Context: an optimization exercise on an open-source flow, tuned for small area, a short achievable clock period and few clock cycles per item. The choices shown serve that exercise and are no tape-out recipe.

==> flow/design.v (excerpt) <==
module arena_bump_allocator_core (
  input  logic                              clk,
  input  logic                              rst_n,
  input  logic                              cfg_valid,
  output logic                              cfg_ready,
  input  logic                              cfg_index,
  input  logic [abump_pkg::ADDR_W-1:0]      cfg_data,
  input  logic                              in_valid,
  output logic                              in_ready,
  input  logic [abump_pkg::FUNC_W-1:0]      in_func,
  input  logic [abump_pkg::OFF_W-1:0]       in_request_size,
  input  logic [abump_pkg::ALIGN_LOG_W-1:0] in_align_log2,
  input  logic [abump_pkg::ADDR_W-1:0]      in_old_address,
  input  logic [abump_pkg::OFF_W-1:0]       in_old_length,
  input  logic [abump_pkg::OFF_W-1:0]       in_snap_current,
  input  logic [abump_pkg::OFF_W-1:0]       in_snap_previous,
  output logic                              out_valid,
  input  logic                              out_ready,
  output logic [abump_pkg::STATUS_W-1:0]    out_status,
  output logic [abump_pkg::ADDR_W-1:0]      out_result_address,
  output logic [abump_pkg::OFF_W-1:0]       out_copy_length,
  output logic [abump_pkg::OFF_W-1:0]       out_clear_offset,
  output logic [abump_pkg::OFF_W-1:0]       out_clear_length,
  output logic [abump_pkg::OFF_W-1:0]       out_current_offset,
  output logic [abump_pkg::OFF_W-1:0]       out_previous_offset
);
Size: ~2100 cells after synthesis, ~300 I/O pins, roughly 17000 µm² of cells after synthesis.
Settings: LEC_CHECK=0, CAP_MARGIN=20, CORE_MARGIN=2, CORE_UTILIZATION=40, SETUP_SLACK_MARGIN=2.5, SLEW_MARGIN=20, TNS_END_PERCENT=100; clock period 9.0 ns.
standard.sh (not shown) runs the stock make flow with config.mk's settings and CLKGATE_MAP_FILE= SYNTH_SCRIPT=/design/flow/synth_recipe.tcl, a recipe that flattens the netlist after the stock synthesis.
==> flow/flow/run.sh <==
#!/bin/bash
# Standard layout, with the port buffers made as buf_1 cells instead of the
# delay-cell buffers buffer_ports picks by default.
cp standard.sh standard_sh.txt
export BUFFER_PORTS_ARGS="-buffer_cell sky130_fd_sc_hd__buf_1"
bash standard.sh > standard.log 2>&1
The starting point finished with timing, DRC and antenna clean.
Edit:
--- a/flow/design.v
+++ b/flow/design.v
@@ -46,43 +46,46 @@
     logic [OFF_W-1:0]    clr_len;
     logic [OFF_W-1:0]    cur_off;
     logic [OFF_W-1:0]    prev_off;
   } abump_rsp_t;
   typedef struct packed {
     logic empty;
     logic full;
   } abump_qstat_t;
   function automatic [OFF_W-1:0] usable_len(input [OFF_W-1:0] arena_len);
     usable_len = (arena_len < ARENA_MAX) ? arena_len : ARENA_MAX;
   endfunction
 endpackage
-module abump_add #(parameter int W = 8) (
+module abump_add #(parameter int W = 8, parameter bit FAST = 1'b0) (
   input  logic [W-1:0] a,
   input  logic [W-1:0] b,
   input  logic         ci,
   output logic [W-1:0] s,
   output logic [W:0]   cy
 );
   localparam int L = (W < 2) ? 1 : (W < 4) ? 2 : (W < 8) ? 3 : (W < 16) ? 4 : (W < 32) ? 5 : 6;
   logic [L:0][W:0] g;
   logic [L:0][W:0] p;
   assign g[0][0] = ci;
   assign p[0][0] = 1'b0;
   for (genvar i = 0; i < W; i++) begin : g_pg
     assign g[0][i+1] = a[i] & b[i];
     assign p[0][i+1] = a[i] ^ b[i];
   end
   for (genvar l = 0; l < L; l++) begin : g_lvl
     for (genvar i = 0; i <= W; i++) begin : g_bit
-      if ((i >> l) & 1) begin : g_join
+      if (FAST && i >= (1 << l)) begin : g_ks
+        assign g[l+1][i] = g[l][i] | (p[l][i] & g[l][i - (1 << l)]);
+        assign p[l+1][i] = p[l][i] & p[l][i - (1 << l)];
+      end else if (!FAST && ((i >> l) & 1)) begin : g_join
         assign g[l+1][i] = g[l][i] | (p[l][i] & g[l][((i >> l) << l) - 1]);
         assign p[l+1][i] = p[l][i] & p[l][((i >> l) << l) - 1];
       end else begin : g_pass
         assign g[l+1][i] = g[l][i];
         assign p[l+1][i] = p[l][i];
       end
     end
   end
   for (genvar i = 0; i < W; i++) begin : g_sum
     assign s[i] = p[0][i+1] ^ g[L][i];
   end
   assign cy = g[L];
@@ -180,33 +183,33 @@
     assign run[j] = &bits;
   end
   for (genvar j = 0; j < OW; j++) begin : g_boff
     if (j < AW) begin : g_lo
       assign boff[j] = mask[j] ? nb[j] : (top_r[j] ^ (bump_inc & run[j]));
     end else begin : g_hi
       assign boff[j] = top_r[j] ^ (bump_inc & run[j]);
     end
   end
   assign boff[OW] = bump_inc & run[OW];
   logic [OW-1:0] room;
   logic [OW:0]   room_cy;
-  abump_add #(OW) u_room (.a(usable_r), .b(~in_request_size), .ci(1'b1), .s(room), .cy(room_cy));
+  abump_add #(OW, 1) u_room (.a(usable_r), .b(~in_request_size), .ci(1'b1), .s(room), .cy(room_cy));
   logic          sel_ip;
   logic [OW:0]   xoff;
   logic [OW-1:0] cand;
   logic [OW+1:0] fx_cy;
   logic          fit;
   assign xoff = sel_ip ? {1'b0, last_r} : boff;
-  abump_add #(OW) u_cand (.a(xoff[OW-1:0]), .b(in_request_size), .ci(1'b0), .s(cand), .cy());
-  abump_add #(OW+1) u_fit (.a({1'b0, room}), .b(~xoff), .ci(1'b1), .s(), .cy(fx_cy));
+  abump_add #(OW, 1) u_cand (.a(xoff[OW-1:0]), .b(in_request_size), .ci(1'b0), .s(cand), .cy());
+  abump_add #(OW+1, 1) u_fit (.a({1'b0, room}), .b(~xoff), .ci(1'b1), .s(), .cy(fx_cy));
   assign fit = room_cy[OW] && fx_cy[OW+1];
   logic [DW-1:0] blk_addr;   
   logic          below;      
   logic          in_arena;   
   logic          bad;
   logic          in_place;
   abump_add #(DW) u_blk (.a(base_r), .b({11'b0, last_r}), .ci(1'b0), .s(blk_addr), .cy());
   logic [DW-1:0] d;
   logic [DW:0]   d_cy;
   logic [OW:0]   du_cy;
   abump_add #(DW) u_d (.a(in_old_address), .b(~base_r), .ci(1'b1), .s(d), .cy(d_cy));
   assign below = !d_cy[DW];
Result: The changed run ran to the end with no violations. Synthesized cell count grows by 6.3%. Flip-flop and latch count does not change. Final area rises by 7.5%. Die area rose by 4.9%. Core utilization came out higher by 1.8 points. Global-route usage rises by 2.7 points.
No functional check of the RTL was part of any run of this note.

==> separate check: timing with driven ports <==
The results above use ideal ports. As a check the final layouts listed here were re-extracted and re-timed, cells and wires unchanged.
Step 1 (the two cells are an assumption about what drives the block):
set clk [get_ports {clk}]
set_driving_cell -lib_cell sky130_fd_sc_hd__clkbuf_16 $clk
set_driving_cell -lib_cell sky130_fd_sc_hd__buf_2 [delete_from_list [all_inputs] $clk]
Step 2 moves the port delays by t, midway between the first and last clock arrival at a register: inputs arrive t later, outputs are due t later. That takes back most of the time a late clock gives input paths.
a / b / c = ideal / step 1 / step 2; a / b = the first two.
| run | shift t [ns] | setup WS [ns] | slew at the worst register clock pin (ns) |
|---|---|---|---|
| the first run | 0.529 | 2.309 / 2.309 / 1.847 | 0.07 / 0.07 |
| the second run | 0.515 | 2.126 / 2.126 / 1.611 | 0.08 / 0.08 |
After both steps setup and hold are still met in every run listed. For the second run, which loses most, drivers alone change the setup slack by 0.000 ns; drivers and shift together by -0.515 ns.
